Source: an optimization exercise on an open RTL-to-GDS flow (aim: small area). Production flows keep margins and buffers that such runs may drop. RTL that was checked went through simulation tests only; none was proved equivalent to the original. Power figures rest on the tool's default switching activity, not on a simulated workload.

before:
==> module state_ram, before the edit <==
module state_ram
#(
    parameter int ADDR_W = 9
)
(
    input  logic  CORE_CLK,
    input  logic  a_we,
    input  lockstep_pkg::addr_t a_addr,
    input  lockstep_pkg::data_t a_wdata,
    input  logic [ADDR_W-1:0] r_addr,
    output lockstep_pkg::data_t a_rdata,
    input  logic  b_we,
    input  lockstep_pkg::addr_t b_addr,
    input  lockstep_pkg::data_t b_wdata
);
    localparam int DEPTH  = 1 << ADDR_W;
    localparam int GROUPS = (DEPTH + 2) / 3;
    logic [7:0] st [DEPTH];
    logic       par;
    logic              we;
    logic [ADDR_W-1:0] w_idx;
    logic [7:0]        w_col;
    logic [DEPTH-1:0]  w_sel;
    logic [3*GROUPS-1:0] r_sel;
    logic [7:0]        g_n [GROUPS];
    logic [7:0]        r_raw;
    assign we    = a_we || b_we;
    assign w_idx = a_we ? a_addr[ADDR_W-1:0] : b_addr[ADDR_W-1:0];
    assign w_col = (a_we ? a_wdata : b_wdata) ^ {8{par}};
    always_comb
    begin
        r_sel = '0;
        for (int i = 0; i < DEPTH; i++)
        begin
            w_sel[i] = we && (w_idx == ADDR_W'(i));
            r_sel[i] = (r_addr == ADDR_W'(i));
        end
    end
    always_ff @(posedge CORE_CLK)
        par <= !par;
    for (genvar i = 0; i < DEPTH; i++)
    begin : g_word
        state_word u_word (
            .CORE_CLK (CORE_CLK),
            .w_set    (w_sel[i]),
            .w_hold   (!w_sel[i]),
            .col      (w_col),
            .q        (st[i])
        );
    end
    for (genvar g = 0; g < GROUPS; g++)
    begin : g_rd
        state_rd3 u_rd (
            .d0  (st[3*g]),
            .d1  ((3*g+1 < DEPTH) ? st[(3*g+1) % DEPTH] : 8'd0),
            .d2  ((3*g+2 < DEPTH) ? st[(3*g+2) % DEPTH] : 8'd0),
            .s0  (r_sel[3*g]),
            .s1  (r_sel[3*g+1]),
            .s2  (r_sel[3*g+2]),
            .y_n (g_n[g])
        );
    end
    always_comb
    begin
        r_raw = '0;
        for (int g = 0; g < GROUPS; g++)
            r_raw = r_raw | ~g_n[g];
    end
    always_ff @(posedge CORE_CLK)
    begin
        if (a_we)
            a_rdata <= a_wdata;
        else
            a_rdata <= r_raw ^ {8{par}};
    end
endmodule
export LEC_CHECK = 0
export CAP_MARGIN = 35
export CORE_MARGIN = 2
export CORE_UTILIZATION = 70
export PLACE_DENSITY = 0.8
export SLEW_MARGIN = 25
export SYNTH_HIERARCHICAL = 1
create_clock -name core_clock -period 10.0 [get_ports {CORE_CLK}]
standard.sh (not shown) runs the stock make flow with config.mk's settings and CLKGATE_MAP_FILE= SYNTH_SCRIPT=/design/flow/synth_recipe.tcl, a recipe that flattens the netlist after the stock synthesis.
==> flow/flow/run.sh <==
#!/bin/bash
# Standard synthesis, then the standard layout with: every cell downsized to
# its smallest drive strength before floorplan, a clock tree of mid-size
# buffers without dummy loads, and small port buffers.
set -euo pipefail
W=$(pwd)
F=$W/flow
bash standard.sh synth > $W/synth.log 2>&1
bash standard.sh \
  PRE_FLOORPLAN_TCL=$F/downsize.tcl \
  "CTS_ARGS=-sink_clustering_enable -repair_clock_nets -dont_use_dummy_load -buf_list sky130_fd_sc_hd__clkbuf_8 -sink_clustering_size 18 -sink_clustering_max_diameter 55" \
  "BUFFER_PORTS_ARGS=-buffer_cell sky130_fd_sc_hd__buf_1" \
  finish > $W/layout.log 2>&1
==> flow/flow/downsize.tcl <==
# Before floorplan: give every cell the smallest drive strength of its family.
# Synthesis sizes cells for speed; the period leaves plenty of slack, and
# repair_design upsizes or buffers again wherever slew or load needs it.
set db [ord::get_db]
set block [ord::get_db_block]
array set best {}
foreach lib [$db getLibs] {
  foreach m [$lib getMasters] {
    set n [$m getName]
    if {![regexp {^(sky130_fd_sc_hd__[a-z0-9]+)_([0-9]+)$} $n -> base drv]} { continue }
    if {[regexp {lpflow|probe|tap|fill|decap|diode|dlygate|dlymetal|clkdlybuf|conb} $n]} { continue }
    set a [expr {[$m getWidth] * [$m getHeight]}]
    if {![info exists best($base)] || $a < [lindex $best($base) 1]} {
      set best($base) [list $m $a]
    }
  }
}
set cnt 0
foreach inst [$block getInsts] {
  set m [$inst getMaster]
  if {![regexp {^(sky130_fd_sc_hd__[a-z0-9]+)_([0-9]+)$} [$m getName] -> base drv]} { continue }
  if {![info exists best($base)]} { continue }
  set nm [lindex $best($base) 0]
  if {[$nm getWidth] < [$m getWidth]} {
    $inst swapMaster $nm
    incr cnt
  }
}
puts "downsize: swapped $cnt instances to smaller drive strengths"
What after does differently from before at the input level:
==> flow/design.v, changed modules only <==
module state_ram
#(
    parameter int ADDR_W = 9
)
(
    input  logic  CORE_CLK,
    input  logic  a_we,
    input  lockstep_pkg::addr_t a_addr,
    input  lockstep_pkg::data_t a_wdata,
    input  logic [ADDR_W-1:0] r_addr,
    output lockstep_pkg::data_t a_rdata,
    input  logic  b_we,
    input  lockstep_pkg::addr_t b_addr,
    input  lockstep_pkg::data_t b_wdata
);
    localparam int DEPTH  = 1 << ADDR_W;
    localparam int QUADS  = DEPTH / 4;
    localparam int GROUPS = (QUADS + 2) / 3;
    logic [7:0] st [DEPTH];
    logic       par;
    logic              we;
    logic [ADDR_W-1:0] w_idx;
    logic [7:0]        w_col;
    logic [DEPTH-1:0]  w_sel;
    logic [3*GROUPS-1:0] r_sel;
    logic [7:0]        gq_n [4][GROUPS];
    logic [7:0]        r_q [4];
    logic [7:0]        r_raw;
    assign we    = a_we || b_we;
    assign w_idx = a_we ? a_addr[ADDR_W-1:0] : b_addr[ADDR_W-1:0];
    assign w_col = (a_we ? a_wdata : b_wdata) ^ {8{par}};
    always_comb
    begin
        r_sel = '0;
        for (int i = 0; i < DEPTH; i++)
            w_sel[i] = we && (w_idx == ADDR_W'(i));
        for (int p = 0; p < QUADS; p++)
            r_sel[p] = (r_addr[ADDR_W-1:2] == (ADDR_W-2)'(p));
    end
    always_ff @(posedge CORE_CLK)
        par <= !par;
    for (genvar i = 0; i < DEPTH; i++)
    begin : g_word
        state_word u_word (
            .CORE_CLK (CORE_CLK),
            .w_set    (w_sel[i]),
            .w_hold   (!w_sel[i]),
            .col      (w_col),
            .q        (st[i])
        );
    end
    for (genvar k = 0; k < 4; k++)
    begin : g_lane
        for (genvar g = 0; g < GROUPS; g++)
        begin : g_rd
            state_rd3 u_rd (
                .d0  (st[12*g+k]),
                .d1  ((3*g+1 < QUADS) ? st[(12*g+4+k) % DEPTH] : 8'd0),
                .d2  ((3*g+2 < QUADS) ? st[(12*g+8+k) % DEPTH] : 8'd0),
                .s0  (r_sel[3*g]),
                .s1  (r_sel[3*g+1]),
                .s2  (r_sel[3*g+2]),
                .y_n (gq_n[k][g])
            );
        end
    end
    always_comb
    begin
        for (int k = 0; k < 4; k++)
        begin
            r_q[k] = '0;
            for (int g = 0; g < GROUPS; g++)
                r_q[k] = r_q[k] | ~gq_n[k][g];
        end
        r_raw = r_q[r_addr[1:0]];
    end
    always_ff @(posedge CORE_CLK)
    begin
        if (a_we)
            a_rdata <= a_wdata;
        else
            a_rdata <= r_raw ^ {8{par}};
    end
endmodule
==> comparison <==
- Summary: with before as the reference, netlist area before placement in after moved down slightly.
- Compared with before, after has less setup slack.
- On after: multi-input logic area is about 1.9% lower than what before gave.
- Lower met1 layer wirelength in the final routing goes to after over before.
- Comparing routing usage on met1 for after and before, the bigger number came from after.
Only the layout flow was run in after; the RTL was not checked for function there.

* * *

Setup of job 7849:
Another version of the RTL of lockstep_module (not shown whole).
For scale: ~140 I/O pins, about 140000 µm² of cells after synthesis.
==> module state_hold, before the edit <==
module state_hold
(
    input  logic w_set,
    output logic w_hold
);
    assign w_hold = !w_set;
endmodule
==> module state_ram, before the edit <==
module state_ram
#(
    parameter int ADDR_W = 9
)
(
    input  logic  CORE_CLK,
    input  logic  a_we,
    input  lockstep_pkg::addr_t a_addr,
    input  lockstep_pkg::data_t a_wdata,
    input  logic [ADDR_W-1:0] r_addr,
    output lockstep_pkg::data_t a_rdata,
    input  logic  b_we,
    input  lockstep_pkg::addr_t b_addr,
    input  lockstep_pkg::data_t b_wdata
);
    localparam int DEPTH  = 1 << ADDR_W;
    localparam int QUADS  = DEPTH / 4;
    localparam int GROUPS = (QUADS + 2) / 3;
    logic [7:0] st [DEPTH];
    logic       par;
    logic              we;
    logic [ADDR_W-1:0] w_idx;
    logic [7:0]        w_col;
    logic [DEPTH-1:0]  w_sel;
    logic [3*GROUPS-1:0] r_sel;
    logic [7:0]        gq_n [4][GROUPS];
    logic [7:0]        r_q [4];
    logic [7:0]        r_raw;
    assign we    = a_we || b_we;
    assign w_idx = a_we ? a_addr[ADDR_W-1:0] : b_addr[ADDR_W-1:0];
    assign w_col = (a_we ? a_wdata : b_wdata) ^ {8{par}};
    always_comb
    begin
        r_sel = '0;
        for (int i = 0; i < DEPTH; i++)
            w_sel[i] = we && (w_idx == ADDR_W'(i));
        for (int p = 0; p < QUADS; p++)
            r_sel[p] = (r_addr[ADDR_W-1:2] == (ADDR_W-2)'(p));
    end
    always_ff @(posedge CORE_CLK)
        par <= !par;
    for (genvar i = 0; i < DEPTH; i++)
    begin : g_word
        logic w_hold;
        state_hold u_hold (
            .w_set  (w_sel[i]),
            .w_hold (w_hold)
        );
        state_word u_word (
            .CORE_CLK (CORE_CLK),
            .w_set    (w_sel[i]),
            .w_hold   (w_hold),
            .col      (w_col),
            .q        (st[i])
        );
    end
    for (genvar k = 0; k < 4; k++)
    begin : g_lane
        for (genvar g = 0; g < GROUPS - 1; g++)
        begin : g_rd
            state_rd3 u_rd (
                .d0  (st[12*g+k]),
                .d1  (st[12*g+4+k]),
                .d2  (st[12*g+8+k]),
                .s0  (r_sel[3*g]),
                .s1  (r_sel[3*g+1]),
                .s2  (r_sel[3*g+2]),
                .y_n (gq_n[k][g])
            );
        end
        state_rd2 u_rd_last (
            .d0  (st[12*(GROUPS-1)+k]),
            .d1  (st[12*(GROUPS-1)+4+k]),
            .s0  (r_sel[3*(GROUPS-1)]),
            .s1  (r_sel[3*(GROUPS-1)+1]),
            .y_n (gq_n[k][GROUPS-1])
        );
    end
    always_comb
    begin
        for (int k = 0; k < 4; k++)
        begin
            r_q[k] = '0;
            for (int g = 0; g < GROUPS; g++)
                r_q[k] = r_q[k] | ~gq_n[k][g];
        end
        r_raw = r_q[r_addr[1:0]];
    end
    always_ff @(posedge CORE_CLK)
    begin
        if (a_we)
            a_rdata <= a_wdata;
        else
            a_rdata <= r_raw ^ {8{par}};
    end
endmodule
Settings: LEC_CHECK=0, CAP_MARGIN=20, CORE_MARGIN=2, CORE_UTILIZATION=70, PLACE_DENSITY=0.8, SLEW_MARGIN=20, SYNTH_HIERARCHICAL=1; clock period 10.0 ns.
Scripts as last shown in full above: flow/flow/run.sh, flow/flow/downsize.tcl
Job 7849: all stages complete, timing, DRC and antenna checks passed
Inputs modified between job 7849 and job 2655:
--- a/flow/design.v
+++ b/flow/design.v
@@ -37,17 +37,10 @@
     output logic [7:0] q
 );
     always_ff @(posedge CORE_CLK)
         q <= ~((q | {8{w_set}}) & (col | {8{w_hold}}));
 endmodule
-module state_hold
-(
-    input  logic w_set,
-    output logic w_hold
-);
-    assign w_hold = !w_set;
-endmodule
 module state_rd3
 (
     input  logic [7:0] d0,
     input  logic [7:0] d1,
     input  logic [7:0] d2,
@@ -109,19 +102,14 @@
     end
     always_ff @(posedge CORE_CLK)
         par <= !par;
     for (genvar i = 0; i < DEPTH; i++)
     begin : g_word
-        logic w_hold;
-        state_hold u_hold (
-            .w_set  (w_sel[i]),
-            .w_hold (w_hold)
-        );
         state_word u_word (
             .CORE_CLK (CORE_CLK),
             .w_set    (w_sel[i]),
-            .w_hold   (w_hold),
+            .w_hold   (!w_sel[i]),
             .col      (w_col),
             .q        (st[i])
         );
     end
     for (genvar k = 0; k < 4; k++)
[summary]
Summary — met3 demand-to-capacity share in global routing, job 2655 relative to job 7849: higher, by 5.5 points.
Sequential share of layout area ends up lower on job 2655.
[compare] base=job 7849 new=job 2655: global-route usage climbed 4.7 points; die outline width ~0 delta; register cell area after layout held steady.
Summary of job 2655 over job 7849: total power +390 µW, total via count after detailed routing +5967.
Function not checked in job 2655: the RTL went through the layout flow alone.

-- afterwards: timing with drivers on the ports --
In the flow no input, the clock included, has a driving cell. The finished layouts below were timed again as built, in two steps. Step 1: set_driving_cell puts a clkbuf_16 on CORE_CLK and a buf_2 on each other input, an assumption about the parent block. Step 2 moves the port delays by t, midway between the first and last clock arrival at a register: inputs arrive t later, outputs are due t later. That takes back most of the time a late clock gives input paths. Three values: no drivers, after step 1, after step 2; two values: the first two.
| run | t, ns | setup WS [ns] | worst hold slack (ns) |
|---|---|---|---|
| before | 1.204 | 3.184 / 3.184 / 3.184 | 0.447 / 0.447 / 0.447 |
| after | 1.204 | 2.440 / 2.347 / 2.942 | 0.444 / 0.444 / 0.444 |
| job 7849 | 1.188 | 2.558 / 2.456 / 3.008 | 0.444 / 0.444 / 0.444 |
| job 2655 | 1.179 | 2.729 / 2.623 / 3.017 | 0.448 / 0.448 / 0.448 |
After both steps setup and hold are still met in every run listed.
